Source: an optimization exercise on an open RTL-to-GDS flow (aim: small area and a short achievable clock period). Production flows keep margins and buffers that such runs may drop. The RTL was checked by simulation tests, not by an equivalence proof against the original design. Power figures rest on the tool's default switching activity, not on a simulated workload.

`flow/design.v`:
```
package lc3b_types;
    typedef enum logic [3:0] {
        op_br   = 4'b0000,
        op_add  = 4'b0001,
        op_ldb  = 4'b0010,
        op_stb  = 4'b0011,
        op_jsr  = 4'b0100,
        op_and  = 4'b0101,
        op_ldr  = 4'b0110,
        op_str  = 4'b0111,
        op_rti  = 4'b1000,
        op_not  = 4'b1001,
        op_ldi  = 4'b1010,
        op_sti  = 4'b1011,
        op_jmp  = 4'b1100,
        op_shf  = 4'b1101,
        op_lea  = 4'b1110,
        op_trap = 4'b1111
    } lc3b_opcode;
    typedef enum logic [1:0] {
        x_base = 2'b00,
        x_ext1 = 2'b01,
        x_ext2 = 2'b10,
        x_ext3 = 2'b11
    } lc3b_lc3x;
    typedef enum logic [2:0] {
        alu_add,
        alu_sub,
        alu_mul,
        alu_and,
        alu_or,
        alu_xor,
        alu_not,
        alu_shf  
    } lc3b_aluop;
endpackage
`timescale 1ns/1ps
module control_rom
(
    input  logic [15:0] instr,
    output logic        writes,     
    output logic        k_mul,      
    output logic        k_as,       
    output logic        k_sub,      
    output logic        k_shl,      
    output logic        k_shr,      
    output logic [3:0]  lsel,       
    output logic        use_imm,    
    output logic        use_sr2     
);
    logic [3:0] opcode;
    logic       i5;
    logic [1:0] x43;
    assign opcode = instr[15:12];
    assign i5     = instr[5];
    assign x43    = instr[4:3];
    always_comb
    begin
        writes  = 1'b0;
        k_mul   = 1'b0;
        k_as    = 1'b0;
        k_sub   = 1'b0;
        k_shl   = 1'b0;
        k_shr   = 1'b0;
        lsel    = 4'b0000;
        use_imm = 1'b0;
        use_sr2 = 1'b0;
        case (opcode)
            4'b0001:
            begin
                writes = 1'b1;
                if (i5)
                begin
                    k_as    = 1'b1;
                    use_imm = 1'b1;
                end
                else
                begin
                    use_sr2 = 1'b1;
                    if (x43 == 2'b01)
                        k_mul = 1'b1;
                    else
                    begin
                        k_as  = 1'b1;
                        k_sub = x43[1];
                    end
                end
            end
            4'b0101:
            begin
                if (i5)
                begin
                    writes  = 1'b1;
                    use_imm = 1'b1;
                    lsel    = 4'b0001;
                end
                else
                begin
                    writes  = (x43 != 2'b11);
                    use_sr2 = 1'b1;
                    case (x43)
                        2'b00:   lsel = 4'b0001;
                        2'b01:   lsel = 4'b0010;
                        2'b10:   lsel = 4'b0100;
                        default: lsel = 4'b0000;
                    endcase
                end
            end
            4'b1001:
            begin
                writes = 1'b1;
                lsel   = 4'b1000;
            end
            4'b1101:
            begin
                writes = 1'b1;
                k_shl  = ~instr[4];
                k_shr  = instr[4];
            end
            default: ;
        endcase
    end
endmodule
`timescale 1ns/1ps
module decode_stage
(
    input  logic                    clk,
    input  logic                    arst_n,
    input  logic                    instr_valid,
    input  logic [16-1:0]   instr,
    input  logic                    flush,
    input  logic [16-1:0]   rd_data1,
    input  logic [16-1:0]   rd_data2,
    input  logic [16-1:0]   res_p,
    input  logic [16-1:0]   res_c,
    output logic                    d_valid,
    output logic [3-1:0]  d_dest,
    output logic [16-1:0]   d_opa,
    output logic [16-1:0]   d_opb,
    output logic                    d_mb,
    output logic                    d_as,
    output logic                    d_sub,
    output logic                    d_shr,
    output logic [4:0]              d_sh,
    output logic [3:0]              d_lsel
);
    logic                   writes;
    logic                   k_mul, k_as, k_sub, k_shl, k_shr, use_imm, use_sr2;
    logic [3:0]             lsel;
    logic [3-1:0] sr1, sr2;
    logic [16-1:0]  va, vb, opb, na, nb;
    logic                   fwd_a, fwd_b;
    control_rom u_rom
    (
        .instr   (instr),
        .writes  (writes),
        .k_mul   (k_mul),
        .k_as    (k_as),
        .k_sub   (k_sub),
        .k_shl   (k_shl),
        .k_shr   (k_shr),
        .lsel    (lsel),
        .use_imm (use_imm),
        .use_sr2 (use_sr2)
    );
    assign sr1 = instr[8:6];
    assign sr2 = instr[2:0];
    assign va = rd_data1;
    assign vb = rd_data2;
    assign fwd_a = d_valid && d_dest == sr1;
    assign fwd_b = use_sr2 && d_valid && d_dest == sr2;
    assign opb = use_imm ? {{(16-5){instr[4]}}, instr[4:0]} :
                 use_sr2 ? vb :
                           (16'(1) << instr[3:0]);
    always_comb
        for (int i = 0; i < 16; i++)
        begin
            na[i] = res_c[i] ? (fwd_a ? ~res_p[i] : va[i])  : (fwd_a ? res_p[i] : va[i]);
            nb[i] = res_c[i] ? (fwd_b ? ~res_p[i] : opb[i]) : (fwd_b ? res_p[i] : opb[i]);
        end
    always_ff @(posedge clk or negedge arst_n)
    begin
        if (!arst_n)
            d_valid <= 1'b0;
        else
            d_valid <= instr_valid & ~flush & writes;
    end
    always_ff @(posedge clk)
    begin
        d_dest  <= instr[11:9];
        d_opa   <= na;
        d_opb   <= nb;
        d_mb    <= k_mul | k_shl;
        d_as    <= k_as;
        d_sub   <= k_sub;
        d_shr   <= k_shr;
        d_sh    <= {instr[5], instr[3:0]} & {5{k_shr}};
        d_lsel  <= lsel;
    end
endmodule
`timescale 1ns/1ps
module mul_tree
(
    input  logic [15:0] x,
    input  logic [7:0]  one,
    input  logic [7:0]  two,
    input  logic [7:0]  neg,
    input  logic        cin0,
    input  logic [15:0] r,
    output logic [15:0] sa,
    output logic [15:0] sb
);
    wire pp0_0 = ((x[0] & one[0]) | (1'b0 & two[0])) ^ neg[0];
    wire pp0_1 = ((x[1] & one[0]) | (x[0] & two[0])) ^ neg[0];
    wire pp0_2 = ((x[2] & one[0]) | (x[1] & two[0])) ^ neg[0];
    wire pp0_3 = ((x[3] & one[0]) | (x[2] & two[0])) ^ neg[0];
    wire pp0_4 = ((x[4] & one[0]) | (x[3] & two[0])) ^ neg[0];
    wire pp0_5 = ((x[5] & one[0]) | (x[4] & two[0])) ^ neg[0];
    wire pp0_6 = ((x[6] & one[0]) | (x[5] & two[0])) ^ neg[0];
    wire pp0_7 = ((x[7] & one[0]) | (x[6] & two[0])) ^ neg[0];
    wire pp0_8 = ((x[8] & one[0]) | (x[7] & two[0])) ^ neg[0];
    wire pp0_9 = ((x[9] & one[0]) | (x[8] & two[0])) ^ neg[0];
    wire pp0_10 = ((x[10] & one[0]) | (x[9] & two[0])) ^ neg[0];
    wire pp0_11 = ((x[11] & one[0]) | (x[10] & two[0])) ^ neg[0];
    wire pp0_12 = ((x[12] & one[0]) | (x[11] & two[0])) ^ neg[0];
    wire pp0_13 = ((x[13] & one[0]) | (x[12] & two[0])) ^ neg[0];
    wire pp0_14 = ((x[14] & one[0]) | (x[13] & two[0])) ^ neg[0];
    wire pp0_15 = ((x[15] & one[0]) | (x[14] & two[0])) ^ neg[0];
    wire pp1_0 = ((x[0] & one[1]) | (1'b0 & two[1]) | r[2]) ^ neg[1];
    wire pp1_1 = ((x[1] & one[1]) | (x[0] & two[1]) | r[3]) ^ neg[1];
    wire pp1_2 = ((x[2] & one[1]) | (x[1] & two[1]) | r[4]) ^ neg[1];
    wire pp1_3 = ((x[3] & one[1]) | (x[2] & two[1]) | r[5]) ^ neg[1];
    wire pp1_4 = ((x[4] & one[1]) | (x[3] & two[1]) | r[6]) ^ neg[1];
    wire pp1_5 = ((x[5] & one[1]) | (x[4] & two[1]) | r[7]) ^ neg[1];
    wire pp1_6 = ((x[6] & one[1]) | (x[5] & two[1]) | r[8]) ^ neg[1];
    wire pp1_7 = ((x[7] & one[1]) | (x[6] & two[1]) | r[9]) ^ neg[1];
    wire pp1_8 = ((x[8] & one[1]) | (x[7] & two[1]) | r[10]) ^ neg[1];
    wire pp1_9 = ((x[9] & one[1]) | (x[8] & two[1]) | r[11]) ^ neg[1];
    wire pp1_10 = ((x[10] & one[1]) | (x[9] & two[1]) | r[12]) ^ neg[1];
    wire pp1_11 = ((x[11] & one[1]) | (x[10] & two[1]) | r[13]) ^ neg[1];
    wire pp1_12 = ((x[12] & one[1]) | (x[11] & two[1]) | r[14]) ^ neg[1];
    wire pp1_13 = ((x[13] & one[1]) | (x[12] & two[1]) | r[15]) ^ neg[1];
    wire pp2_0 = ((x[0] & one[2]) | (1'b0 & two[2])) ^ neg[2];
    wire pp2_1 = ((x[1] & one[2]) | (x[0] & two[2])) ^ neg[2];
    wire pp2_2 = ((x[2] & one[2]) | (x[1] & two[2])) ^ neg[2];
    wire pp2_3 = ((x[3] & one[2]) | (x[2] & two[2])) ^ neg[2];
    wire pp2_4 = ((x[4] & one[2]) | (x[3] & two[2])) ^ neg[2];
    wire pp2_5 = ((x[5] & one[2]) | (x[4] & two[2])) ^ neg[2];
    wire pp2_6 = ((x[6] & one[2]) | (x[5] & two[2])) ^ neg[2];
    wire pp2_7 = ((x[7] & one[2]) | (x[6] & two[2])) ^ neg[2];
    wire pp2_8 = ((x[8] & one[2]) | (x[7] & two[2])) ^ neg[2];
    wire pp2_9 = ((x[9] & one[2]) | (x[8] & two[2])) ^ neg[2];
    wire pp2_10 = ((x[10] & one[2]) | (x[9] & two[2])) ^ neg[2];
    wire pp2_11 = ((x[11] & one[2]) | (x[10] & two[2])) ^ neg[2];
    wire pp3_0 = ((x[0] & one[3]) | (1'b0 & two[3])) ^ neg[3];
    wire pp3_1 = ((x[1] & one[3]) | (x[0] & two[3])) ^ neg[3];
    wire pp3_2 = ((x[2] & one[3]) | (x[1] & two[3])) ^ neg[3];
    wire pp3_3 = ((x[3] & one[3]) | (x[2] & two[3])) ^ neg[3];
    wire pp3_4 = ((x[4] & one[3]) | (x[3] & two[3])) ^ neg[3];
    wire pp3_5 = ((x[5] & one[3]) | (x[4] & two[3])) ^ neg[3];
    wire pp3_6 = ((x[6] & one[3]) | (x[5] & two[3])) ^ neg[3];
    wire pp3_7 = ((x[7] & one[3]) | (x[6] & two[3])) ^ neg[3];
    wire pp3_8 = ((x[8] & one[3]) | (x[7] & two[3])) ^ neg[3];
    wire pp3_9 = ((x[9] & one[3]) | (x[8] & two[3])) ^ neg[3];
    wire pp4_0 = ((x[0] & one[4]) | (1'b0 & two[4])) ^ neg[4];
    wire pp4_1 = ((x[1] & one[4]) | (x[0] & two[4])) ^ neg[4];
    wire pp4_2 = ((x[2] & one[4]) | (x[1] & two[4])) ^ neg[4];
    wire pp4_3 = ((x[3] & one[4]) | (x[2] & two[4])) ^ neg[4];
    wire pp4_4 = ((x[4] & one[4]) | (x[3] & two[4])) ^ neg[4];
    wire pp4_5 = ((x[5] & one[4]) | (x[4] & two[4])) ^ neg[4];
    wire pp4_6 = ((x[6] & one[4]) | (x[5] & two[4])) ^ neg[4];
    wire pp4_7 = ((x[7] & one[4]) | (x[6] & two[4])) ^ neg[4];
    wire pp5_0 = ((x[0] & one[5]) | (1'b0 & two[5])) ^ neg[5];
    wire pp5_1 = ((x[1] & one[5]) | (x[0] & two[5])) ^ neg[5];
    wire pp5_2 = ((x[2] & one[5]) | (x[1] & two[5])) ^ neg[5];
    wire pp5_3 = ((x[3] & one[5]) | (x[2] & two[5])) ^ neg[5];
    wire pp5_4 = ((x[4] & one[5]) | (x[3] & two[5])) ^ neg[5];
    wire pp5_5 = ((x[5] & one[5]) | (x[4] & two[5])) ^ neg[5];
    wire pp6_0 = ((x[0] & one[6]) | (1'b0 & two[6])) ^ neg[6];
    wire pp6_1 = ((x[1] & one[6]) | (x[0] & two[6])) ^ neg[6];
    wire pp6_2 = ((x[2] & one[6]) | (x[1] & two[6])) ^ neg[6];
    wire pp6_3 = ((x[3] & one[6]) | (x[2] & two[6])) ^ neg[6];
    wire r7b0 = ((x[1] & one[7]) | (x[0] & two[7])) ^ neg[7];
    wire pp7_0 = x[0] & one[7];
    wire pp7_1 = r7b0 ^ (neg[7] & ~pp7_0);
    wire h0_10_0 = neg[5] ^ pp0_10;
    wire k0_10_0 = neg[5] & pp0_10;
    wire h0_11_1 = pp0_11 ^ pp2_7;
    wire k0_11_1 = pp0_11 & pp2_7;
    wire s0_12_0 = neg[6] ^ pp0_12 ^ pp2_8;
    wire c0_12_0 = (neg[6] & pp0_12) | (neg[6] & pp2_8) | (pp0_12 & pp2_8);
    wire h0_12_2 = pp3_6 ^ pp4_4;
    wire k0_12_2 = pp3_6 & pp4_4;
    wire s0_13_1 = pp0_13 ^ pp2_9 ^ pp3_7;
    wire c0_13_1 = (pp0_13 & pp2_9) | (pp0_13 & pp3_7) | (pp2_9 & pp3_7);
    wire h0_13_3 = pp4_5 ^ pp5_3;
    wire k0_13_3 = pp4_5 & pp5_3;
    wire s0_14_2 = pp0_14 ^ pp2_10 ^ pp3_8;
    wire c0_14_2 = (pp0_14 & pp2_10) | (pp0_14 & pp3_8) | (pp2_10 & pp3_8);
    wire s0_14_3 = pp4_6 ^ pp5_4 ^ pp6_2;
    wire c0_14_3 = (pp4_6 & pp5_4) | (pp4_6 & pp6_2) | (pp5_4 & pp6_2);
    wire s0_15_4 = pp0_15 ^ pp2_11 ^ pp3_9;
    wire s0_15_5 = pp4_7 ^ pp5_5 ^ pp6_3;
    wire h1_6_4 = pp0_6 ? ~neg[3] : neg[3];
    wire k1_6_4 = neg[3] & pp0_6;
    wire h1_7_5 = pp2_3 ? ~pp0_7 : pp0_7;
    wire k1_7_5 = pp0_7 & pp2_3;
    wire ts1_8_6 = neg[4] ^ pp0_8;
    wire s1_8_6 = pp2_4 ? ~ts1_8_6 : ts1_8_6;
    wire c1_8_6 = ts1_8_6 ? pp2_4 : neg[4];
    wire h1_8_6 = pp4_0 ? ~pp3_2 : pp3_2;
    wire k1_8_6 = pp3_2 & pp4_0;
    wire ts1_9_7 = pp0_9 ^ pp2_5;
    wire s1_9_7 = pp3_3 ? ~ts1_9_7 : ts1_9_7;
    wire c1_9_7 = ts1_9_7 ? pp3_3 : pp0_9;
    wire h1_9_7 = pp1_7 ? ~pp4_1 : pp4_1;
    wire k1_9_7 = pp4_1 & pp1_7;
    wire ts1_10_8 = pp2_6 ^ pp3_4;
    wire s1_10_8 = pp4_2 ? ~ts1_10_8 : ts1_10_8;
    wire c1_10_8 = ts1_10_8 ? pp4_2 : pp2_6;
    wire ts1_10_9 = pp5_0 ^ h0_10_0;
    wire s1_10_9 = pp1_8 ? ~ts1_10_9 : ts1_10_9;
    wire c1_10_9 = ts1_10_9 ? pp1_8 : pp5_0;
    wire ts1_11_10 = pp3_5 ^ pp4_3;
    wire s1_11_10 = pp5_1 ? ~ts1_11_10 : ts1_11_10;
    wire c1_11_10 = ts1_11_10 ? pp5_1 : pp3_5;
    wire ts1_11_11 = k0_10_0 ^ h0_11_1;
    wire s1_11_11 = pp1_9 ? ~ts1_11_11 : ts1_11_11;
    wire c1_11_11 = ts1_11_11 ? pp1_9 : k0_10_0;
    wire ts1_12_12 = pp5_2 ^ pp6_0;
    wire s1_12_12 = k0_11_1 ? ~ts1_12_12 : ts1_12_12;
    wire c1_12_12 = ts1_12_12 ? k0_11_1 : pp5_2;
    wire ts1_12_13 = h0_12_2 ^ s0_12_0;
    wire s1_12_13 = pp1_10 ? ~ts1_12_13 : ts1_12_13;
    wire c1_12_13 = ts1_12_13 ? pp1_10 : h0_12_2;
    wire ts1_13_14 = pp6_1 ^ k0_12_2;
    wire s1_13_14 = h0_13_3 ? ~ts1_13_14 : ts1_13_14;
    wire c1_13_14 = ts1_13_14 ? h0_13_3 : pp6_1;
    wire ts1_13_15 = c0_12_0 ^ s0_13_1;
    wire s1_13_15 = pp1_11 ? ~ts1_13_15 : ts1_13_15;
    wire c1_13_15 = ts1_13_15 ? pp1_11 : c0_12_0;
    wire ts1_14_16 = pp7_0 ^ k0_13_3;
    wire s1_14_16 = c0_13_1 ? ~ts1_14_16 : ts1_14_16;
    wire c1_14_16 = ts1_14_16 ? c0_13_1 : pp7_0;
    wire ts1_14_17 = s0_14_2 ^ s0_14_3;
    wire s1_14_17 = pp1_12 ? ~ts1_14_17 : ts1_14_17;
    wire c1_14_17 = ts1_14_17 ? pp1_12 : s0_14_2;
    wire ts1_15_18 = pp7_1 ^ c0_14_2;
    wire s1_15_18 = c0_14_3 ? ~ts1_15_18 : ts1_15_18;
    wire ts1_15_19 = s0_15_4 ^ s0_15_5;
    wire s1_15_19 = pp1_13 ? ~ts1_15_19 : ts1_15_19;
    wire h2_4_8 = pp0_4 ? ~neg[2] : neg[2];
    wire k2_4_8 = neg[2] & pp0_4;
    wire h2_5_9 = pp2_1 ? ~pp0_5 : pp0_5;
    wire k2_5_9 = pp0_5 & pp2_1;
    wire ts2_6_20 = pp2_2 ^ pp3_0;
    wire s2_6_20 = h1_6_4 ? ~ts2_6_20 : ts2_6_20;
    wire c2_6_20 = ts2_6_20 ? h1_6_4 : pp2_2;
    wire ts2_7_21 = pp3_1 ^ k1_6_4;
    wire s2_7_21 = h1_7_5 ? ~ts2_7_21 : ts2_7_21;
    wire c2_7_21 = ts2_7_21 ? h1_7_5 : pp3_1;
    wire ts2_8_22 = k1_7_5 ^ h1_8_6;
    wire s2_8_22 = s1_8_6 ? ~ts2_8_22 : ts2_8_22;
    wire c2_8_22 = ts2_8_22 ? s1_8_6 : k1_7_5;
    wire ts2_9_23 = k1_8_6 ^ c1_8_6;
    wire s2_9_23 = s1_9_7 ? ~ts2_9_23 : ts2_9_23;
    wire c2_9_23 = ts2_9_23 ? s1_9_7 : k1_8_6;
    wire ts2_10_24 = c1_9_7 ^ s1_10_8;
    wire s2_10_24 = k1_9_7 ? ~ts2_10_24 : ts2_10_24;
    wire c2_10_24 = ts2_10_24 ? k1_9_7 : c1_9_7;
    wire ts2_11_25 = c1_10_8 ^ s1_11_10;
    wire s2_11_25 = c1_10_9 ? ~ts2_11_25 : ts2_11_25;
    wire c2_11_25 = ts2_11_25 ? c1_10_9 : c1_10_8;
    wire ts2_12_26 = c1_11_10 ^ s1_12_12;
    wire s2_12_26 = c1_11_11 ? ~ts2_12_26 : ts2_12_26;
    wire c2_12_26 = ts2_12_26 ? c1_11_11 : c1_11_10;
    wire ts2_13_27 = c1_12_12 ^ s1_13_14;
    wire s2_13_27 = c1_12_13 ? ~ts2_13_27 : ts2_13_27;
    wire c2_13_27 = ts2_13_27 ? c1_12_13 : c1_12_12;
    wire ts2_14_28 = c1_13_14 ^ c1_13_15;
    wire s2_14_28 = s1_14_16 ? ~ts2_14_28 : ts2_14_28;
    wire c2_14_28 = ts2_14_28 ? s1_14_16 : c1_13_14;
    wire ts2_15_29 = c1_14_16 ^ c1_14_17;
    wire s2_15_29 = s1_15_18 ? ~ts2_15_29 : ts2_15_29;
    wire h3_0_10 = pp0_0 ? ~cin0 : cin0;
    wire k3_0_10 = cin0 & pp0_0;
    wire h3_1_11 = r[1] ? ~pp0_1 : pp0_1;
    wire k3_1_11 = pp0_1 & r[1];
    wire ts3_2_30 = neg[1] ^ pp0_2;
    wire s3_2_30 = pp1_0 ? ~ts3_2_30 : ts3_2_30;
    wire c3_2_30 = ts3_2_30 ? pp1_0 : neg[1];
    wire h3_3_12 = pp1_1 ? ~pp0_3 : pp0_3;
    wire k3_3_12 = pp0_3 & pp1_1;
    wire ts3_4_31 = pp2_0 ^ h2_4_8;
    wire s3_4_31 = pp1_2 ? ~ts3_4_31 : ts3_4_31;
    wire c3_4_31 = ts3_4_31 ? pp1_2 : pp2_0;
    wire ts3_5_32 = k2_4_8 ^ h2_5_9;
    wire s3_5_32 = pp1_3 ? ~ts3_5_32 : ts3_5_32;
    wire c3_5_32 = ts3_5_32 ? pp1_3 : k2_4_8;
    wire ts3_6_33 = k2_5_9 ^ pp1_4;
    wire s3_6_33 = s2_6_20 ? ~ts3_6_33 : ts3_6_33;
    wire c3_6_33 = ts3_6_33 ? s2_6_20 : k2_5_9;
    wire ts3_7_34 = pp1_5 ^ c2_6_20;
    wire s3_7_34 = s2_7_21 ? ~ts3_7_34 : ts3_7_34;
    wire c3_7_34 = ts3_7_34 ? s2_7_21 : pp1_5;
    wire ts3_8_35 = pp1_6 ^ c2_7_21;
    wire s3_8_35 = s2_8_22 ? ~ts3_8_35 : ts3_8_35;
    wire c3_8_35 = ts3_8_35 ? s2_8_22 : pp1_6;
    wire ts3_9_36 = h1_9_7 ^ c2_8_22;
    wire s3_9_36 = s2_9_23 ? ~ts3_9_36 : ts3_9_36;
    wire c3_9_36 = ts3_9_36 ? s2_9_23 : h1_9_7;
    wire ts3_10_37 = c2_9_23 ^ s1_10_9;
    wire s3_10_37 = s2_10_24 ? ~ts3_10_37 : ts3_10_37;
    wire c3_10_37 = ts3_10_37 ? s2_10_24 : c2_9_23;
    wire ts3_11_38 = s1_11_11 ^ c2_10_24;
    wire s3_11_38 = s2_11_25 ? ~ts3_11_38 : ts3_11_38;
    wire c3_11_38 = ts3_11_38 ? s2_11_25 : s1_11_11;
    wire ts3_12_39 = s1_12_13 ^ c2_11_25;
    wire s3_12_39 = s2_12_26 ? ~ts3_12_39 : ts3_12_39;
    wire c3_12_39 = ts3_12_39 ? s2_12_26 : s1_12_13;
    wire ts3_13_40 = s1_13_15 ^ c2_12_26;
    wire s3_13_40 = s2_13_27 ? ~ts3_13_40 : ts3_13_40;
    wire c3_13_40 = ts3_13_40 ? s2_13_27 : s1_13_15;
    wire ts3_14_41 = s1_14_17 ^ c2_13_27;
    wire s3_14_41 = s2_14_28 ? ~ts3_14_41 : ts3_14_41;
    wire c3_14_41 = ts3_14_41 ? s2_14_28 : s1_14_17;
    wire ts3_15_42 = s1_15_19 ^ c2_14_28;
    wire s3_15_42 = s2_15_29 ? ~ts3_15_42 : ts3_15_42;
    assign sa[0] = h3_0_10;
    assign sb[0] = r[0];
    assign sa[1] = k3_0_10;
    assign sb[1] = h3_1_11;
    assign sa[2] = k3_1_11;
    assign sb[2] = s3_2_30;
    assign sa[3] = c3_2_30;
    assign sb[3] = h3_3_12;
    assign sa[4] = k3_3_12;
    assign sb[4] = s3_4_31;
    assign sa[5] = c3_4_31;
    assign sb[5] = s3_5_32;
    assign sa[6] = c3_5_32;
    assign sb[6] = s3_6_33;
    assign sa[7] = c3_6_33;
    assign sb[7] = s3_7_34;
    assign sa[8] = c3_7_34;
    assign sb[8] = s3_8_35;
    assign sa[9] = c3_8_35;
    assign sb[9] = s3_9_36;
    assign sa[10] = c3_9_36;
    assign sb[10] = s3_10_37;
    assign sa[11] = c3_10_37;
    assign sb[11] = s3_11_38;
    assign sa[12] = c3_11_38;
    assign sb[12] = s3_12_39;
    assign sa[13] = c3_12_39;
    assign sb[13] = s3_13_40;
    assign sa[14] = c3_13_40;
    assign sb[14] = s3_14_41;
    assign sa[15] = c3_14_41;
    assign sb[15] = s3_15_42;
endmodule
module cpa16
(
    input  logic [15:0] a,
    input  logic [15:0] b,
    output logic [15:0] p,
    output logic [15:0] c
);
    logic [15:0] g;
    always_comb
        for (int i = 0; i < 16; i++)
        begin
            p[i] = b[i] ? ~a[i] : a[i];
            g[i] = a[i] & b[i];
        end
    wire G0_1 = g[1] | (p[1] & g[0]);
    wire P0_1 = p[1] & p[0];
    wire G0_3 = g[3] | (p[3] & g[2]);
    wire P0_3 = p[3] & p[2];
    wire G0_5 = g[5] | (p[5] & g[4]);
    wire P0_5 = p[5] & p[4];
    wire G0_7 = g[7] | (p[7] & g[6]);
    wire P0_7 = p[7] & p[6];
    wire G0_9 = g[9] | (p[9] & g[8]);
    wire P0_9 = p[9] & p[8];
    wire G0_11 = g[11] | (p[11] & g[10]);
    wire P0_11 = p[11] & p[10];
    wire G0_13 = g[13] | (p[13] & g[12]);
    wire P0_13 = p[13] & p[12];
    wire G0_15 = g[15] | (p[15] & g[14]);
    wire P0_15 = p[15] & p[14];
    wire G1_2 = g[2] | (p[2] & G0_1);
    wire P1_2 = p[2] & P0_1;
    wire G1_3 = G0_3 | (P0_3 & G0_1);
    wire P1_3 = P0_3 & P0_1;
    wire G1_6 = g[6] | (p[6] & G0_5);
    wire P1_6 = p[6] & P0_5;
    wire G1_7 = G0_7 | (P0_7 & G0_5);
    wire P1_7 = P0_7 & P0_5;
    wire G1_10 = g[10] | (p[10] & G0_9);
    wire P1_10 = p[10] & P0_9;
    wire G1_11 = G0_11 | (P0_11 & G0_9);
    wire P1_11 = P0_11 & P0_9;
    wire G1_14 = g[14] | (p[14] & G0_13);
    wire P1_14 = p[14] & P0_13;
    wire G1_15 = G0_15 | (P0_15 & G0_13);
    wire P1_15 = P0_15 & P0_13;
    wire G2_4 = g[4] | (p[4] & G1_3);
    wire P2_4 = p[4] & P1_3;
    wire G2_5 = G0_5 | (P0_5 & G1_3);
    wire P2_5 = P0_5 & P1_3;
    wire G2_6 = G1_6 | (P1_6 & G1_3);
    wire P2_6 = P1_6 & P1_3;
    wire G2_7 = G1_7 | (P1_7 & G1_3);
    wire P2_7 = P1_7 & P1_3;
    wire G2_12 = g[12] | (p[12] & G1_11);
    wire P2_12 = p[12] & P1_11;
    wire G2_13 = G0_13 | (P0_13 & G1_11);
    wire P2_13 = P0_13 & P1_11;
    wire G2_14 = G1_14 | (P1_14 & G1_11);
    wire P2_14 = P1_14 & P1_11;
    wire G2_15 = G1_15 | (P1_15 & G1_11);
    wire P2_15 = P1_15 & P1_11;
    wire G3_8 = g[8] | (p[8] & G2_7);
    wire P3_8 = p[8] & P2_7;
    wire G3_9 = G0_9 | (P0_9 & G2_7);
    wire P3_9 = P0_9 & P2_7;
    wire G3_10 = G1_10 | (P1_10 & G2_7);
    wire P3_10 = P1_10 & P2_7;
    wire G3_11 = G1_11 | (P1_11 & G2_7);
    wire P3_11 = P1_11 & P2_7;
    wire G3_12 = G2_12 | (P2_12 & G2_7);
    wire P3_12 = P2_12 & P2_7;
    wire G3_13 = G2_13 | (P2_13 & G2_7);
    wire P3_13 = P2_13 & P2_7;
    wire G3_14 = G2_14 | (P2_14 & G2_7);
    wire P3_14 = P2_14 & P2_7;
    wire G3_15 = G2_15 | (P2_15 & G2_7);
    wire P3_15 = P2_15 & P2_7;
    assign c[0] = 1'b0;
    assign c[1] = g[0];
    assign c[2] = G0_1;
    assign c[3] = G1_2;
    assign c[4] = G1_3;
    assign c[5] = G2_4;
    assign c[6] = G2_5;
    assign c[7] = G2_6;
    assign c[8] = G2_7;
    assign c[9] = G3_8;
    assign c[10] = G3_9;
    assign c[11] = G3_10;
    assign c[12] = G3_11;
    assign c[13] = G3_12;
    assign c[14] = G3_13;
    assign c[15] = G3_14;
endmodule
module execute_stage
(
    input  logic                    clk,
    input  logic                    arst_n,
    input  logic                    d_valid,
    input  logic [3-1:0]  d_dest,
    input  logic [16-1:0]   d_opa,
    input  logic [16-1:0]   d_opb,
    input  logic                    d_mb,
    input  logic                    d_as,
    input  logic                    d_sub,
    input  logic                    d_shr,
    input  logic [4:0]              d_sh,
    input  logic [3:0]              d_lsel,
    output logic [16-1:0]   res_p,
    output logic [16-1:0]   res_c,
    output logic [16-1:0]   alu_out,
    output logic                    wb_valid,
    output logic [3-1:0]  wb_dest,
    output logic [16-1:0]   wb_data
);
    logic [15:0] a, b;
    logic [7:0]  one, two, neg;
    logic [16:0] yb;
    logic [15:0] r, sa, sb, p, logic_out, shr_out;
    logic [31:0] shr_ext;
    logic        cin0;
    assign a = d_opa;
    assign b = d_opb;
    assign yb = {b, 1'b0};
    always_comb
    begin
        for (int j = 0; j < 8; j++)
        begin
            one[j] = d_mb & (yb[2*j+1] ^ yb[2*j]);
            two[j] = d_mb & ((yb[2*j+2] & ~yb[2*j+1] & ~yb[2*j]) |
                              (~yb[2*j+2] & yb[2*j+1] & yb[2*j]));
            neg[j] = d_mb & yb[2*j+2];
        end
        one[0] = (d_mb & b[0]) | d_as;
    end
    assign logic_out = ({16{d_lsel[0]}} & a & b) |
                       ({16{d_lsel[1]}} & (a | b)) |
                       ({16{d_lsel[2]}} & (a ^ b)) |
                       ({16{d_lsel[3]}} & ~a);
    assign shr_ext = {{16{d_sh[4] & a[15]}}, a} >> d_sh[3:0];
    assign shr_out = shr_ext[15:0];
    assign r    = {16{d_as}} & (b ^ {16{d_sub}});
    assign cin0 = neg[0] | d_sub;
    mul_tree u_tree
    (
        .x    (a),
        .one  (one),
        .two  (two),
        .neg  (neg),
        .cin0 (cin0),
        .r    (r),
        .sa   (sa),
        .sb   (sb)
    );
    cpa16 u_cpa
    (
        .a (sa),
        .b (sb),
        .p (p),
        .c (res_c)
    );
    assign res_p   = p | logic_out | ({16{d_shr}} & shr_out);
    assign alu_out = res_p ^ res_c;
    always_ff @(posedge clk or negedge arst_n)
    begin
        if (!arst_n)
            wb_valid <= 1'b0;
        else
            wb_valid <= d_valid;
    end
    always_ff @(posedge clk)
    begin
        wb_dest <= d_dest;
        wb_data <= alu_out;
    end
endmodule
`timescale 1ns/1ps
module result_stage
(
    input  logic                    clk,
    input  logic                    arst_n,
    input  logic [3-1:0]  rd_addr1,
    input  logic [3-1:0]  rd_addr2,
    input  logic                    we,
    input  logic [3-1:0]  waddr,
    input  logic [16-1:0]   wdata,
    input  logic                    wb_valid,
    input  logic [16-1:0]   wb_data,
    output logic [16-1:0]   rd_data1,
    output logic [16-1:0]   rd_data2,
    output logic [2:0]              cc
);
    logic [16-1:0] regs [8];
    logic [8-1:0] written;
    logic [2:0]            nzp;
    always_comb
    begin
        rd_data1 = '0;
        rd_data2 = '0;
        for (int i = 0; i < 8; i++)
        begin
            rd_data1 = rd_data1 | (regs[i] & {16{written[i] && rd_addr1 == i}});
            rd_data2 = rd_data2 | (regs[i] & {16{written[i] && rd_addr2 == i}});
        end
    end
    assign nzp = wb_data[16-1] ? 3'b100 :
                 (wb_data == '0)       ? 3'b010 :
                                         3'b001;
    always_ff @(posedge clk)
    begin
        for (int i = 0; i < 8; i++)
            if (we && waddr == i)
                regs[i] <= wdata;
    end
    always_ff @(posedge clk or negedge arst_n)
    begin
        if (!arst_n)
        begin
            written <= '0;
            cc      <= 3'b010;  
        end
        else
        begin
            if (we)
                written[waddr] <= 1'b1;
            if (wb_valid)
                cc <= nzp;
        end
    end
endmodule
`timescale 1ns/1ps
module lc3b_alu_pipe
(
    input  logic                    clk,
    input  logic                    arst_n,
    input  logic                    instr_valid,
    input  logic [16-1:0]   instr,
    input  logic                    flush,
    output logic                    wb_valid,
    output logic [3-1:0]  wb_dest,
    output logic [16-1:0]   wb_data,
    output logic [2:0]              cc
);
    logic                   d_valid;
    logic [3-1:0] d_dest;
    logic [16-1:0]  d_opa;
    logic [16-1:0]  d_opb;
    logic                   d_mb;
    logic                   d_as;
    logic                   d_sub;
    logic                   d_shr;
    logic [4:0]             d_sh;
    logic [3:0]             d_lsel;
    logic [16-1:0]  alu_out;
    logic [16-1:0]  res_p;
    logic [16-1:0]  res_c;
    logic [16-1:0]  rd_data1;
    logic [16-1:0]  rd_data2;
    decode_stage u_decode
    (
        .clk         (clk),
        .arst_n      (arst_n),
        .instr_valid (instr_valid),
        .instr       (instr),
        .flush       (flush),
        .rd_data1    (rd_data1),
        .rd_data2    (rd_data2),
        .res_p       (res_p),
        .res_c       (res_c),
        .d_valid     (d_valid),
        .d_dest      (d_dest),
        .d_opa       (d_opa),
        .d_opb       (d_opb),
        .d_mb        (d_mb),
        .d_as        (d_as),
        .d_sub       (d_sub),
        .d_shr       (d_shr),
        .d_sh        (d_sh),
        .d_lsel      (d_lsel)
    );
    execute_stage u_execute
    (
        .clk      (clk),
        .arst_n   (arst_n),
        .d_valid  (d_valid),
        .d_dest   (d_dest),
        .d_opa    (d_opa),
        .d_opb    (d_opb),
        .d_mb     (d_mb),
        .d_as     (d_as),
        .d_sub    (d_sub),
        .d_shr    (d_shr),
        .d_sh     (d_sh),
        .d_lsel   (d_lsel),
        .res_p    (res_p),
        .res_c    (res_c),
        .alu_out  (alu_out),
        .wb_valid (wb_valid),
        .wb_dest  (wb_dest),
        .wb_data  (wb_data)
    );
    result_stage u_result
    (
        .clk      (clk),
        .arst_n   (arst_n),
        .rd_addr1 (instr[8:6]),
        .rd_addr2 (instr[2:0]),
        .we       (d_valid),
        .waddr    (d_dest),
        .wdata    (alu_out),
        .wb_valid (wb_valid),
        .wb_data  (wb_data),
        .rd_data1 (rd_data1),
        .rd_data2 (rd_data2),
        .cc       (cc)
    );
endmodule
```
`flow/run.sh`:
```
#!/bin/bash
# synth_recipe.tcl (not shown) runs the flow's synth.tcl, then flattens the netlist and writes it again
# the make line also repeats each setting of config.mk as NAME=value (left out here)
make -C /OpenROAD-flow-scripts/flow DESIGN_CONFIG=/design/flow/config.mk WORK_HOME=/design/flow/orfs CLKGATE_MAP_FILE= SYNTH_SCRIPT=/design/flow/synth_recipe.tcl finish
```
`flow/config.mk`:
```
export PLATFORM = sky130hd
export DESIGN_NAME = lc3b_alu_pipe
export DESIGN_NICKNAME = lc3b_alu_pipe
export VERILOG_FILES = /design/flow/design.v
export SDC_FILE = /design/flow/constraint.sdc
export NUM_CORES = 4
export LEC_CHECK = 0
export CAP_MARGIN = 20
export CORE_MARGIN = 2
export CORE_UTILIZATION = 55
export PLACE_DENSITY = 0.68
export SETUP_SLACK_MARGIN = 2.5
export SLEW_MARGIN = 20
```
`flow/constraint.sdc`:
```
create_clock -name core_clock -period 7.0 [get_ports {clk}]
set_input_delay 1.4000 -clock core_clock [delete_from_list [all_inputs] [get_ports {clk}]]
set_output_delay 1.4000 -clock core_clock [all_outputs]
set_load 0.01 [all_outputs]
```
==> results.txt, run 1 <==
WP data arrival=4.61 ns; PortBufs=42; clk latency of the worst-skew pair=0.51 ns; Initial Utilization=56.21%; Via density=6.762; Syn Nets=1544; RSZ-0062 raised after global routing=false; status=finished clean; Worst Skew=0.02232 ns; area of the die=26280 um^2; number of global-route vias before repair=11170; unique cell type count in the Yosys netlist=74; final setup margin=2.644 ns; ant diodes=0; Reg power frac=48.3%; crit path time final=4.356 ns; # IOs=43; largest net degree at the start of global routing=33; Post-synth ARST share=6.250%; cell area after synthesis=13750 um^2; post-place setup slack=1.660 ns; Max clock buf depth=3; Synth Register Bits=208; layout cells sized above 1=10.97%; max-capacitance violation count=0; leading area contributor after synthesis=edfxtp_1; detailed-placement wirelength estimate=30.22 mm; top-count cell post-synth=edfxtp_1; Worst-path clk slew=0.06 ns; WL final=44.74 mm; fin util=62.70%; CTS Sinks=208; ANT nets after route=0; sequential-to-total area share from yosys stat=40.08%; final total power=2.988 mW; H-tree Lvls=1; total grt overflow=0; Slew headroom=23.71%; Slew Viols, Final=0; DRC Markers=0; Synth Warn #=6; part of the cycle the worst path needs=62.23%; EDFF count, synth=128; Worst setup SP type=register; cts bufs inserted=21; Mean Syn Cell Area=9.354 um^2; synth top area cells=edfxtp_1, dfxtp_1, a22oi_1; CTS tree=built; Worst Hold Class=register to register; Combinational Power Share=16.6%; Yosys top cell area share=27.95%; Net count, final=1518; Pleak=5.713 nW; core box area=24460 um^2; RD Place Congestion=1.002; hold-fix buffers at CTS=0; # setup viols final=0; cell internal pwr=2.132 mW; Max VDD drop=0.2662 mV; area added between synthesis and finish=11.55%; Post-Syn Instances=1470; initial antenna violation count=0; Iter 0 DRT Violations=1668; routed len/inst=25.11 um; Switching Fraction=28.66%; first-pass GRT wire length=67.07 mm; DR pass1 iterations=6; Sum Neg Setup Slack=0 ns; # rows=57; Net Sw Power=0.8564 mW; WHS=0.5063 ns; CP required=7.25 ns; Die Ht=162.1 um; Final Hold Vio Count=0; Die X=162.1 um; Worst Path Max Fanout=15; Pwr Density=194.8 nW/um^2; Post-synth top flop=edfxtp_1; vias post-DR=12050; Max Clock Freq=229.6 MHz; gr usage total=33.26%; critical path endpoint category=register; critical path class=register to register; Least-Margin Pin Slew=1.144 ns; Clock power frac=35.2%; Clock Tree Root=clkbuf_16; synth cell count leaders=edfxtp_1, a22oi_1, clkbuf_1
## layer usage
metal | routed length, um | track usage, %
met4 | 2169 | 16.05
met3 | 4218 | 5.107
met2 | 20360 | 52.26
met1 | 17990 | 45.23
met5 | 0 | 0
## metrics by stage
step	cells	area (um^2)
2_1_floorplan	1470	13750
3_3_place_gp	1722	14220
3_5_place_dp	1722	14220
4_1_cts	1765	14990
5_1_grt	1782	15340
6_report	1782	15340
## cells in the final DEF (no fill, tap or decap), types with 51 or more instances in the layout
master / synthesis / routed
edfxtp_1: 128 / 128
a22oi_1: 108 / 108
a21oi_1: 106 / 99
nand2_1: 94 / 93
nor2_1: 90 / 84
o21ai_0: 86 / 84
xnor2_1: 79 / 71
inv_1: 70 / 64
dfxtp_1: 67 / 52
xor2_1: 53 / 51
## repair_timing
action | in CTS | in global routing
buffers inserted | 6 | 17
endpoints found under the setup margin | 84 | 82
resized for setup | 30 | 57
endpoints found under the hold margin | 0 | 0
pin swaps | 3 | 13
## cell type report
type / count / area (um^2)
Timing Repair Buffer: 82 / 747.0
Inverter: 73 / 284.0
Clock inverter: 9 / 56.30
Sequential cell: 208 / 5548
Tap cell: 324 / 405.4
Multi-Input combinational cell: 1058 / 7715
Fill cell: 2008 / 9124
Clock buffer: 28 / 583.1
## cells by family (layout without fill, tap and decap cells)
family          after synthesis  count (layout)  synth area share, %
simple gates                340             340                12.12
compound gates              477             477                23.87
xor+xnor                    134             134                8.699
flops                       208             208                40.08
buf+inv                     204             192                5.796
mux                          30              30                2.584
fa+ha+maj                    77              77                6.852
## worst max-delay path: stages (launching register included)
cell and delay, ns:
dfxtp_1 0.46, inv_1 0.31, a221oi_2 0.38, a21o_1 0.17, ha_4 0.22, xor2_1 0.14
xnor2_1 0.25, xor3_1 0.50, ha_4 0.30, o211ai_1 0.10, o21ai_2 0.19, nand4_1 0.17
a21oi_4 0.25, a21oi_4 0.11, o21ai_2 0.15, xor2_1 0.17, buf_4 0.15, inv_2 0.07
## final timing paths
kind,startpoint,end,slack [ns],cells after the start
max,u_decode.d_opb[0]$_DFF_P_,u_result.regs[6][15]$_DFFE_PP_,2.64,17
min,u_decode.d_dest[0]$_DFF_P_,u_execute.wb_dest[0]$_DFF_P_,0.51,0
max reg2reg,u_decode.d_opb[0]$_DFF_P_,u_result.regs[6][15]$_DFFE_PP_,2.64,17
min reg2reg,u_decode.d_dest[0]$_DFF_P_,u_execute.wb_dest[0]$_DFF_P_,0.51,0
max in group asynchronous,arst_n,u_result.cc[2]$_DFFE_PN0P_,5.29,1
min in group asynchronous,arst_n,u_result.written[6]$_DFFE_PN0P_,1.29,1
## registers in the layout, summed over array words and instances, names as in the netlist
name	count
u_execute.wb_dest	3
u_decode.d_opb	16
u_decode.d_dest	3
u_result.cc	3
u_result.regs	128
u_decode.d_lsel	4
u_decode.d_opa	16
u_decode.d_valid	1
u_decode.d_sub	1
u_execute.wb_data	16
u_decode.d_mb	1
u_result.written	8
u_execute.wb_valid	1
u_decode.d_shr	1
u_decode.d_sh	5
u_decode.d_as	1
## power by group through the flow
stage	sequential (mW)	combinational, mW	clock [mW]
detailed placement	1.46	0.463	0
global route	1.44	0.531	1.11
floorplan	1.41	0.326	0
global placement	1.46	0.456	0
finish	1.44	0.496	1.05
CTS	1.44	0.469	1.06
==> inputs of run 2 (changes only) <==
--- a/flow/config.mk
+++ b/flow/config.mk
@@ -10,2 +10,3 @@
 export CORE_UTILIZATION = 55
+export CTS_BUF_LIST = sky130_fd_sc_hd__clkbuf_4 sky130_fd_sc_hd__clkbuf_8
 export PLACE_DENSITY = 0.68
==> run 2 against run 1 <==
Highest routed layer unchanged. Critical endpoint is now u_result.regs[2][15]$_DFFE_PP_. Still clean. Maximum frequency decreased by 0.36%. Combinational power barely moved. Worst setup slack worse by 0.016 ns.
==> results.txt, run 2 <==
cell area after synthesis=13750 um^2 (unchanged); Post-Syn Instances=1470 (unchanged); Slew Viols, Final=0 (unchanged); EDFF count, synth=128 (unchanged); final setup margin=2.628 ns (-0.01580 ns); WHS=0.5094 ns (+0.003093 ns); first-pass GRT wire length=66.96 mm (-0.17%); Inst Count DP=1722 (unchanged); Final Hold Vio Count=0 (unchanged); max-capacitance violation count=0 (unchanged); RSZ-0062 raised after global routing=false; Non-Filler Instances=1804 (+1.2%); flip-flop and latch area=5548 um^2 (unchanged); Pwr Density=194.2 nW/um^2 (-0.30%); initial antenna violation count=0 (unchanged); Pleak=5.745 nW (+0.55%); RD Place Congestion=1.002 (unchanged); # IOs=43 (unchanged); ant diodes=0 (unchanged); Slew headroom=26.51% (+2.8 points); post-place setup slack=1.660 ns (unchanged); routed len/inst=24.64 um (-1.9%); Placed Area=14220 um^2 (unchanged); Worst setup SP type=register; Clock Tree Root=clkbuf_8; fin util=62.81% (+0.10 points); commonest non-fill, non-tap cells in the layout=edfxtp_1, a22oi_1, a21oi_1, nand2_1; DRC Markers=0 (unchanged); top-count cell post-synth=edfxtp_1; Post-synth top flop=edfxtp_1; Synth Register Bits=208 (unchanged); CP required=7.30 ns (+0.05 ns); final total power=2.984 mW (-0.13%); Iter 0 DRT Violations=1597 (-4.3%); sequential-to-total area share from yosys stat=40.08% (unchanged); unique cell type count in the Yosys netlist=74 (unchanged); critical path class=register to register; Least-Margin Pin Slew=1.102 ns (-0.04195 ns); H-tree Lvls=1 (unchanged); detailed-placement wirelength estimate=30.22 mm (unchanged); clk latency of the worst-skew pair=0.56 ns (+0.05 ns); number of global-route vias before repair=11260 (+0.85%); Switching Fraction=28.31% (-0.35 points); DR pass1 iterations=6 (unchanged); vias post-DR=12030 (-0.12%); Worst Hold Class=register to register; largest reg by FF count=u_result.regs; Die Ht=162.1 um (unchanged); Fillers=2030 (+1.1%); Clock power frac=35.0% (-0.2 points); Mean Syn Cell Area=9.354 um^2 (unchanged); area of the multi-input gates=7690 um^2 (-0.32%); PortBufs=42 (unchanged); area added between synthesis and finish=11.73%; ANT nets after route=0 (unchanged); Worst Skew=0.01944 ns (-0.002878 ns); synth top area cells=edfxtp_1, dfxtp_1, a22oi_1; Die X=162.1 um (unchanged); Yosys top cell area share=27.95% (unchanged); Post-synth ARST share=6.250% (unchanged); crit path time final=4.372 ns (+0.01580 ns); status=finished clean; Net count, final=1530 (+0.79%); Reg power frac=48.3% (about the same); Combinational Power Share=16.6% (about the same); critical path endpoint category=register; # setup viols final=0 (unchanged); Initial Utilization=56.21% (unchanged); gr usage total=33.18% (-0.073 points); Max VDD drop=0.2268 mV (-15%); cell internal pwr=2.139 mW (+0.36%); WL final=44.45 mm (-0.65%); layout cells sized above 1=12.36% (+1.4 points); core box area=24460 um^2 (unchanged); area of the die=26280 um^2 (unchanged); Max Clock Freq=228.7 MHz (-0.36%); Net Sw Power=0.8448 mW (-1.4%); CTS tree=built; Worst-path clk slew=0.06 ns (about the same); Syn Nets=1544 (unchanged); total grt overflow=0 (unchanged); cts bufs inserted=31 (+48%); most common cell after layout, fill and taps aside=edfxtp_1; Worst Path Max Fanout=9 (-6); hold-fix buffers at CTS=0 (unchanged); CTS Sinks=208 (unchanged); cell area after layout=15360 um^2 (+0.16%); largest net degree at the start of global routing=33 (unchanged); max reg flops=128 (unchanged); part of the cycle the worst path needs=62.45% (+0.23 points); Max clock buf depth=3 (unchanged); leading area contributor after synthesis=edfxtp_1; Sum Neg Setup Slack=0 ns (unchanged); # rows=57 (unchanged); synth cell count leaders=edfxtp_1, a22oi_1, clkbuf_1; Synth Warn #=6 (unchanged); Via density=6.671 (-1.3%); WP data arrival=4.67 ns (+0.06 ns)
## run 2: layer usage
metal | wire [um] | global-route usage, %
met2 | 20030 | 52.42
met4 | 2305 | 16.21
met3 | 4243 | 5.158
met1 | 17870 | 44.77
met5 | 0 | 0
## run 2: cell type report
type	instances	area share, %
multi-input cells	1058	50.05
flip-flops and latches	208	36.11
repair buffers	84	4.976
clock buffers	48	3.730
well taps	324	2.639
inverters	73	1.873
clock inverters	9	0.6189
## run 2: path summary, 6_finish.rpt
path | startpoint | endpoint | slack, ns | cells past startpoint
worst max-delay path | u_decode.d_opb[0]$_DFF_P_ | u_result.regs[2][15]$_DFFE_PP_ | 2.63 | 17
max in group asynchronous | arst_n | u_result.cc[2]$_DFFE_PN0P_ | 5.36 | 1
min in group asynchronous | arst_n | u_result.written[4]$_DFFE_PN0P_ | 1.23 | 1
worst min-delay path | u_result.cc[0]$_DFFE_PN0P_ | u_result.cc[0]$_DFFE_PN0P_ | 0.51 | 1
worst max register to register | u_decode.d_opb[0]$_DFF_P_ | u_result.regs[2][15]$_DFFE_PP_ | 2.63 | 17
worst min register to register | u_result.cc[0]$_DFFE_PN0P_ | u_result.cc[0]$_DFFE_PN0P_ | 0.51 | 1
## run 2: worst max-delay path, stage by stage (launching register included)
cell and delay, ns:
dfxtp_1 0.49, clkinvlp_4 0.26, a221oi_1 0.40, a21o_1 0.18, ha_4 0.22, xor2_1 0.14, xnor2_1 0.27, xor3_1 0.51
ha_4 0.30, o211ai_1 0.10, o21ai_2 0.17, nand4_1 0.17, a21oi_4 0.25, a21oi_4 0.10, o21ai_2 0.16, xor2_1 0.17
buf_4 0.15, inv_2 0.07
## run 2: logic make-up (layout without fill, tap and decap cells)
| family | Yosys count | in the layout | share of synthesized area, % |
|---|---|---|---|
| xor+xnor | 134 | 134 | 8.699 |
| buf+inv | 204 | 214 | 5.796 |
| fa+ha+maj | 77 | 77 | 6.852 |
| mux | 30 | 30 | 2.584 |
| flops | 208 | 208 | 40.08 |
| compound gates | 477 | 477 | 23.87 |
| simple gates | 340 | 340 | 12.12 |
## run 2: timing repair
item	CTS	global route
endpoints found under the hold margin	0	0
pin swaps	3	13
setup buffers	6	19
setup endpoints to repair	84	73
resized for setup	30	55
## run 2: power groups by stage
stage          clock, mW  sequential [mW]  combinational (mW)
2_1_floorplan          0             1.41               0.326
3_3_place_gp           0             1.46               0.456
3_5_place_dp           0             1.46               0.463
4_1_cts             1.06             1.44               0.469
5_1_grt             1.11             1.44               0.533
6_report            1.05             1.44               0.497
==> inputs of run 3 (changes only) <==
--- a/flow/config.mk
+++ b/flow/config.mk
@@ -10,3 +10,4 @@
 export CORE_UTILIZATION = 55
-export CTS_BUF_LIST = sky130_fd_sc_hd__clkbuf_4 sky130_fd_sc_hd__clkbuf_8
+export CTS_CLUSTER_DIAMETER = 80
+export CTS_CLUSTER_SIZE = 24
 export PLACE_DENSITY = 0.68
==> run 3 against run 2 <==
Still clean. Clock-buffer cell count is 29 lower. Sequential power hardly changed. Synthesized cell count stayed put. Clock power is 27% lower.
==> results.txt, run 3 <==
compound-gate portion of the synthesized area=23.87% (unchanged); CTS Sinks=208 (unchanged); unique cell type count in the Yosys netlist=74 (unchanged); PortBufs=42 (unchanged); max-capacitance violation count=0 (unchanged); H-tree Lvls=1 (unchanged); DR pass1 iterations=9 (+3); Sum Neg Setup Slack=0 ns (unchanged); most common cell after layout, fill and taps aside=edfxtp_1; Post-Synth Adder-Cell Area=6.852% (unchanged); cell area after synthesis=13750 um^2 (unchanged); initial antenna violation count=0 (unchanged); first-pass GRT wire length=66.45 mm (-0.75%); area of the die=26280 um^2 (unchanged); Post-Syn Instances=1470 (unchanged); Synth Register Bits=208 (unchanged); Die X=162.1 um (unchanged); largest family of logic cells by synthesized area=compound AO/OA/AOI/OAI gates; Pleak=5.596 nW (-2.6%); Worst Hold Class=register to register; Post-synth top flop=edfxtp_1; area added between synthesis and finish=9.700%; number of global-route vias before repair=11080 (-1.6%); DRC Markers=0 (unchanged); synth top area cells=edfxtp_1, dfxtp_1, a22oi_1; ant diodes=0 (unchanged); Net count, final=1513 (-1.1%); delay of the slowest cell on the worst path=0.50 ns (about the same); Buf/Inv on CP=5 (+2); Switching Fraction=28.88% (+0.56 points); Synth Warn #=6 (unchanged); final total power=2.700 mW (-9.5%); Worst Skew=0.01456 ns (-0.004879 ns); # setup viols final=0 (unchanged); Final Hold Vio Count=0 (unchanged); CTS tree=built; Slew headroom=25.49% (-1.0 points); slowest CP cell=dfxtp_1; status=finished clean; Max clock buf depth=3 (unchanged); Clock power frac=28.2% (-6.8 points); crit path time final=4.364 ns (-0.008100 ns); Worst setup SP type=register; Yosys top cell area share=27.95% (unchanged); Syn Nets=1544 (unchanged); Clock Tree Root=clkbuf_16; # rows=57 (unchanged); detailed-placement wirelength estimate=30.22 mm (unchanged); mux cell area share after synthesis=2.584% (unchanged); largest reg by FF count=u_result.regs; WP data arrival=4.59 ns (-0.08 ns); RSZ-0062 raised after global routing=false; CP required=7.23 ns (-0.07 ns); family with the most delay on the worst path=compound AO/OA/AOI/OAI gates; Slew Viols, Final=0 (unchanged); Least-Margin Pin Slew=1.118 ns (+0.01531 ns); flip-flop and latch area=5548 um^2 (unchanged); max reg flops=128 (unchanged); Iter 0 DRT Violations=1684 (+5.4%); Initial Utilization=56.21% (unchanged); routed len/inst=25.06 um (+1.7%); XOR/XNOR Fraction of Synth Area=8.699% (unchanged); part of the cycle the worst path needs=62.34% (-0.12 points); Die Ht=162.1 um (unchanged); synth cell count leaders=edfxtp_1, a22oi_1, clkbuf_1; EDFF count, synth=128 (unchanged); Post-synth ARST share=6.250% (unchanged); leading area contributor after synthesis=edfxtp_1; Reg power frac=53.4% (+5.1 points); RD Place Congestion=1.002 (unchanged); largest net degree at the start of global routing=33 (unchanged); critical path class=register to register; cell internal pwr=1.921 mW (-10%); # IOs=43 (unchanged); commonest non-fill, non-tap cells in the layout=edfxtp_1, a22oi_1, a21oi_1, nand2_1; WL final=44.34 mm (-0.26%); Pwr Density=179.0 nW/um^2 (-7.8%); critical path endpoint category=register; area of the multi-input gates=7685 um^2 (about the same); Worst Path Max Fanout=9 (unchanged); Mean Syn Cell Area=9.354 um^2 (unchanged); vias post-DR=12000 (-0.30%); Combinational Power Share=18.4% (+1.8 points); gr usage total=32.94% (-0.24 points); top-count cell post-synth=edfxtp_1; Worst-path clk slew=0.10 ns (+0.04 ns); Max Clock Freq=229.2 MHz (+0.19%); Max VDD drop=0.2803 mV (+24%); sequential-to-total area share from yosys stat=40.08% (unchanged); simple-gate share of the synthesized area=12.12% (unchanged); ANT nets after route=0 (unchanged); Via density=6.782 (+1.7%); Fillers=2033 (+0.15%); fin util=61.66% (-1.1 points); cts bufs inserted=12 (-61%); core box area=24460 um^2 (unchanged); Net Sw Power=0.7798 mW (-7.7%); CP Cell Sequence=clkinvlp_4, buf_2, a221oi_1, a21o_1, ha_1, xnor2_1, xnor2_1, mux2i_1, ha_4, a21oi_1, o21ai_2, a21o_1, a21oi_1, inv_1, a21oi_2, xor2_1, buf_4, inv_2; total grt overflow=0 (unchanged); layout cells sized above 1=10.03% (-2.3 points); clk latency of the worst-skew pair=0.48 ns (-0.08 ns)
## run 3: cell counts after synthesis
No cell type changed its count.
## run 3: power groups by stage
stage	registers, mW	logic (mW)	clock network, mW
after floorplan	1.41	0.326	0
after detailed placement	1.46	0.463	0
after global routing	1.44	0.533	0.812
final	1.44	0.497	0.762
after global placement	1.46	0.456	0
after CTS	1.44	0.469	0.765
## run 3: path summary, 6_finish.rpt
path | from | endpoint | slack, ns | cells after the start
worst max-delay path | u_decode.d_opb[0]$_DFF_P_ | u_result.regs[3][11]$_DFFE_PP_ | 2.64 | 18
worst min-delay path | u_decode.d_dest[1]$_DFF_P_ | u_execute.wb_dest[1]$_DFF_P_ | 0.51 | 0
worst max register to register | u_decode.d_opb[0]$_DFF_P_ | u_result.regs[3][11]$_DFFE_PP_ | 2.64 | 18
worst min register to register | u_decode.d_dest[1]$_DFF_P_ | u_execute.wb_dest[1]$_DFF_P_ | 0.51 | 0
max in group asynchronous | arst_n | u_result.cc[2]$_DFFE_PN0P_ | 5.28 | 1
min in group asynchronous | arst_n | u_result.written[6]$_DFFE_PN0P_ | 1.30 | 1
## run 3: worst register-to-register path, cell delays in order (launching register included)
cell	delay [ns]
dfxtp_1	0.50
clkinvlp_4	0.27
buf_2	0.23
a221oi_1	0.36
a21o_1	0.13
ha_1	0.19
xnor2_1	0.09
xnor2_1	0.32
mux2i_1	0.39
ha_4	0.27
a21oi_1	0.20
o21ai_2	0.11
a21o_1	0.22
a21oi_1	0.14
inv_1	0.12
a21oi_2	0.20
xor2_1	0.16
buf_4	0.15
inv_2	0.07
## run 3: layout make-up
cell class | instances | area share (%)
Multi-Input combinational cell | 1058 | 50.95
Clock inverter | 1 | 0.02488
Tap cell | 324 | 2.687
Inverter | 73 | 1.908
Sequential cell | 208 | 36.78
Clock buffer | 19 | 2.513
Timing Repair Buffer | 86 | 5.143
## run 3: cells by family after synthesis
group,after synthesis
flip-flops,208
adder cells (fa/ha/maj),77
buffers and inverters,204
multiplexers,30
AND/OR/NAND/NOR,340
XOR/XNOR,134
AO/OA/AOI/OAI,477
## run 3: repair_timing
action | in CTS | in global routing
pin swaps | 3 | 12
setup buffers | 6 | 21
resized for setup | 34 | 50
setup endpoints to repair | 84 | 80
hold buffers | 0 | 0
## run 3: stage by stage
| step | area (um^2) | hold slack (ns) | cells | worst slack (ns) |
|---|---|---|---|---|
| detailed placement | 14220 | 0.4888 | 1722 | 1.660 |
| CTS | 14750 | 0.5016 | 1748 | 2.475 |
| finish | 15080 | 0.5112 | 1769 | 2.636 |
| global placement | 14220 | 0.4869 | 1722 | 1.876 |
| floorplan | 13750 | 0.3540 | 1470 | 2.563 |
| global route | 15080 | 0.5311 | 1769 | 2.435 |
## run 3: layer usage
layer	vias to the layer above	share of wire [%]	global-route usage (%)
met5	-	0	0
met4	0	4.8	15.73
met3	129	9.3	4.469
met2	776	46	52.32
met1	5696	40	44.77
li1	5397	-	-
==> inputs of run 4 (changes only) <==
--- a/flow/config.mk
+++ b/flow/config.mk
@@ -13,3 +13,3 @@
 export PLACE_DENSITY = 0.68
-export SETUP_SLACK_MARGIN = 2.5
+export SETUP_SLACK_MARGIN = 2.65
 export SLEW_MARGIN = 20
==> run 4 against run 3 <==
Worst setup slack improved by 0.093 ns. Core utilization grew 1.7 points. Highest routed layer unchanged. Still clean on timing, DRC and antenna. Global-route usage is 0.60 points higher.
==> results.txt, run 4 <==
most common cell after layout, fill and taps aside=edfxtp_1; Slew Viols, Final=0 (unchanged); Worst Path Max Fanout=9 (unchanged); max-capacitance violation count=0 (unchanged); # setup viols final=0 (unchanged); Worst setup SP type=register; total grt overflow=0 (unchanged); Slew headroom=26.84% (+1.4 points); WL final=46.51 mm (+4.9%); Combinational Power Share=19.0% (+0.6 points); delay of the slowest cell on the worst path=0.45 ns (-0.05 ns); Mean Syn Cell Area=9.354 um^2 (unchanged); worst hold path depth=0 (unchanged); Synth Register Bits=208 (unchanged); Max clock buf depth=3 (unchanged); Sum Neg Setup Slack=0 ns (unchanged); largest reg by FF count=u_result.regs; gr usage total=33.54% (+0.60 points); DRC Markers=0 (unchanged); Reg2Reg Depth=17 (-1); Clock Tree Root=clkbuf_16; core box area=24460 um^2 (unchanged); number of global-route vias before repair=11140 (+0.55%); Net Sw Power=0.8169 mW (+4.8%); H-tree Lvls=1 (unchanged); Die Ht=162.1 um (unchanged); Worst-path clk slew=0.10 ns (about the same); cell internal pwr=1.912 mW (-0.43%); layout cells sized above 1=12.96% (+2.9 points); first-pass GRT wire length=67.41 mm (+1.4%); Final Hold Vio Count=0 (unchanged); Clock power frac=27.8% (-0.4 points); detailed-placement wirelength estimate=30.31 mm (+0.27%); unique cell type count in the Yosys netlist=74 (unchanged); critical path class=register to register; reg2reg start=u_decode.d_opb[8]$_DFF_P_; fin util=63.35% (+1.7 points); Least-Margin Pin Slew=1.097 ns (-0.02032 ns); ANT nets after route=0 (unchanged); Iter 0 DRT Violations=1610 (-4.4%); CP required=7.24 ns (about the same); clk latency of the worst-skew pair=0.48 ns (about the same); Worst Skew=0.02152 ns (+0.006961 ns); largest net degree at the start of global routing=33 (unchanged); CTS tree=built; Die X=162.1 um (unchanged); final total power=2.729 mW (+1.1%); synth cell count leaders=edfxtp_1, a22oi_1, clkbuf_1; Post-synth ARST share=6.250% (unchanged); Pwr Density=176.1 nW/um^2 (-1.6%); slowest CP cell=maj3_1; # IOs=43 (unchanged); Post-synth top flop=edfxtp_1; R2R Path End=u_result.regs[3][15]$_DFFE_PP_; Net count, final=1535 (+1.5%); Hold Crit Start=u_decode.d_dest[1]$_DFF_P_; routed len/inst=25.98 um (+3.7%); leading area contributor after synthesis=edfxtp_1; final setup margin=2.729 ns (+0.09273 ns); commonest non-fill, non-tap cells in the layout=edfxtp_1, a22oi_1, a21oi_1, nand2_1, o21ai_0; cts bufs inserted=13 (+1); Non-Filler Instances=1790 (+1.2%); DR pass1 iterations=7 (-2); Max VDD drop=0.2928 mV (+4.5%); Post-Syn Instances=1470 (unchanged); WP data arrival=4.51 ns (-0.08 ns); Placed Area=14200 um^2 (-0.11%); ant diodes=0 (unchanged); initial antenna violation count=0 (unchanged); Max Clock Freq=234.1 MHz (+2.2%); sequential-to-total area share from yosys stat=40.08% (unchanged); Worst Hold Class=register to register; status=finished clean; worst min-delay path endpoint=u_execute.wb_dest[1]$_DFF_P_; RSZ-0062 raised after global routing=false; area of the die=26280 um^2 (unchanged); Fillers=2023 (-0.49%); post-place setup slack=1.519 ns (-0.1412 ns); Switching Fraction=29.93% (+1.1 points); flip-flop and latch area=5575 um^2 (+0.50%); CTS Sinks=208 (unchanged); # rows=57 (unchanged); area of the multi-input gates=7802 um^2 (+1.5%); max reg flops=128 (unchanged); Pleak=5.791 nW (+3.5%); Yosys top cell area share=27.95% (unchanged); EDFF count, synth=128 (unchanged); Inst Count DP=1719 (-0.17%); Synth Warn #=6 (unchanged); area added between synthesis and finish=12.70%; Syn Nets=1544 (unchanged); WHS=0.5064 ns (-0.004787 ns); RD Place Congestion=0.9559 (-4.6%); vias post-DR=12190 (+1.6%); PortBufs=42 (unchanged); crit path time final=4.271 ns (-0.09273 ns); synth top area cells=edfxtp_1, dfxtp_1, a22oi_1; R2R Setup Slk=2.73 ns (+0.09 ns); top-count cell post-synth=edfxtp_1; cell area after layout=15500 um^2 (+2.7%); Via density=6.808 (+0.38%); cell area after synthesis=13750 um^2 (unchanged); CP Cell Sequence=or2_2, o21ai_0, o21ai_0, a21oi_2, ha_1, maj3_1, xnor2_2, xor2_1, xnor2_1, xnor2_1, ha_1, a21oi_1, o21ai_1, xor2_1, buf_4, buf_4, inv_2; critical path endpoint category=register; part of the cycle the worst path needs=61.01% (-1.3 points); Initial Utilization=56.21% (unchanged); Reg power frac=53.2% (-0.2 points)
-- run 4: kinds of logic after synthesis --
family / Yosys count / synth area share [%]
simple gates: 340 / 12.12
xor+xnor: 134 / 8.699
flops: 208 / 40.08
buf+inv: 204 / 5.796
fa+ha+maj: 77 / 6.852
compound gates: 477 / 23.87
mux: 30 / 2.584
-- run 4: layout make-up --
cell class              count  share of cell area, %
multi-input cells        1059                  50.35
flip-flops and latches    208                  35.98
repair buffers            104                  6.443
well taps                 324                  2.616
clock buffers              16                  2.172
inverters                  73                  2.067
clock inverters             4                 0.2584
repair inverters            2                 0.1211
-- run 4: what timing repair did --
item	in CTS	in global routing
pin swaps	3	21
hold buffers	0	0
setup endpoints to repair	115	62
buffers inserted	10	35
gates cloned	0	6
resized for setup	55	79
-- run 4: worst max-delay path, delay by kind of cell, from the launching register on --
kind,cells,cell delay [ns]
adder cells (fa/ha/maj),3,1.08
AND/OR/NAND/NOR,1,0.38
flip-flops,1,0.41
XOR/XNOR,5,0.91
buffers and inverters,3,0.32
AO/OA/AOI/OAI,5,0.92
-- run 4: power groups by stage --
stage | Sequential, mW | Clock (mW) | Combinational [mW]
after global placement | 1.47 | 0 | 0.446
final | 1.45 | 0.760 | 0.517
after detailed placement | 1.47 | 0 | 0.453
after CTS | 1.44 | 0.768 | 0.465
after floorplan | 1.41 | 0 | 0.326
after global routing | 1.46 | 0.809 | 0.555
-- run 4: how the worst max path moves through the flow --
stage,startpoint,end,slack [ns],depth (start not counted)
2_1_floorplan,u_decode.d_opa[2]$_DFF_P_,u_result.regs[0][15]$_DFFE_PP_,2.68,19
3_3_place_gp,u_decode.d_as$_SDFF_PN0_,u_result.regs[6][15]$_DFFE_PP_,1.68,15
3_5_place_dp,u_decode.d_as$_SDFF_PN0_,u_result.regs[3][15]$_DFFE_PP_,1.52,15
4_1_cts,u_decode.d_opb[1]$_DFF_P_,u_result.regs[3][15]$_DFFE_PP_,2.62,15
5_1_grt,u_decode.d_opb[8]$_DFF_P_,u_result.regs[3][15]$_DFFE_PP_,2.55,18
6_report,u_decode.d_opb[8]$_DFF_P_,u_result.regs[3][15]$_DFFE_PP_,2.73,17
-- run 4: per-layer routing --
layer | track usage, % | vias to the layer above | part of all wire [%]
met5 | 0 | - | 0
met3 | 4.290 | 192 | 9.1
met2 | 54.22 | 759 | 45
li1 | - | 5446 | -
met4 | 17.78 | 0 | 6.9
met1 | 44.24 | 5789 | 39

-- port drivers added, routing unchanged --
How much do the figures lean on ideal ports? The routed layouts below were timed once more, with nothing changed but the port constraints.
Step 1 assumes that a clkbuf_16 drives the clock port and a buf_2 every other input.
Step 2 adds t to the input delays and takes it off the output delays; t is the mean of the earliest and latest rising clock arrival at the registers after step 1. Input paths then give back, and output paths get back, about the clock's delay inside the block.
a / b / c = ideal ports / drivers / drivers and shift; a / b = the first two.
run	shift t [ns]	slack for setup (ns)	slew at the worst register clock pin (ns)	worst slew at a driven data input, ns
run 1	0.544	2.644 / 2.644 / 2.158	0.07 / 0.07	0.04
run 2	0.596	2.628 / 2.628 / 2.189	0.07 / 0.07	0.04
run 3	0.512	2.636 / 2.636 / 2.211	0.10 / 0.10	0.03
run 4	0.508	2.729 / 2.729 / 2.286	0.10 / 0.10	0.04
After both steps setup and hold are still met in every run listed. The setup slack of run 1, which loses most, moves by 0.000 ns with the drivers and by -0.486 ns with both steps.
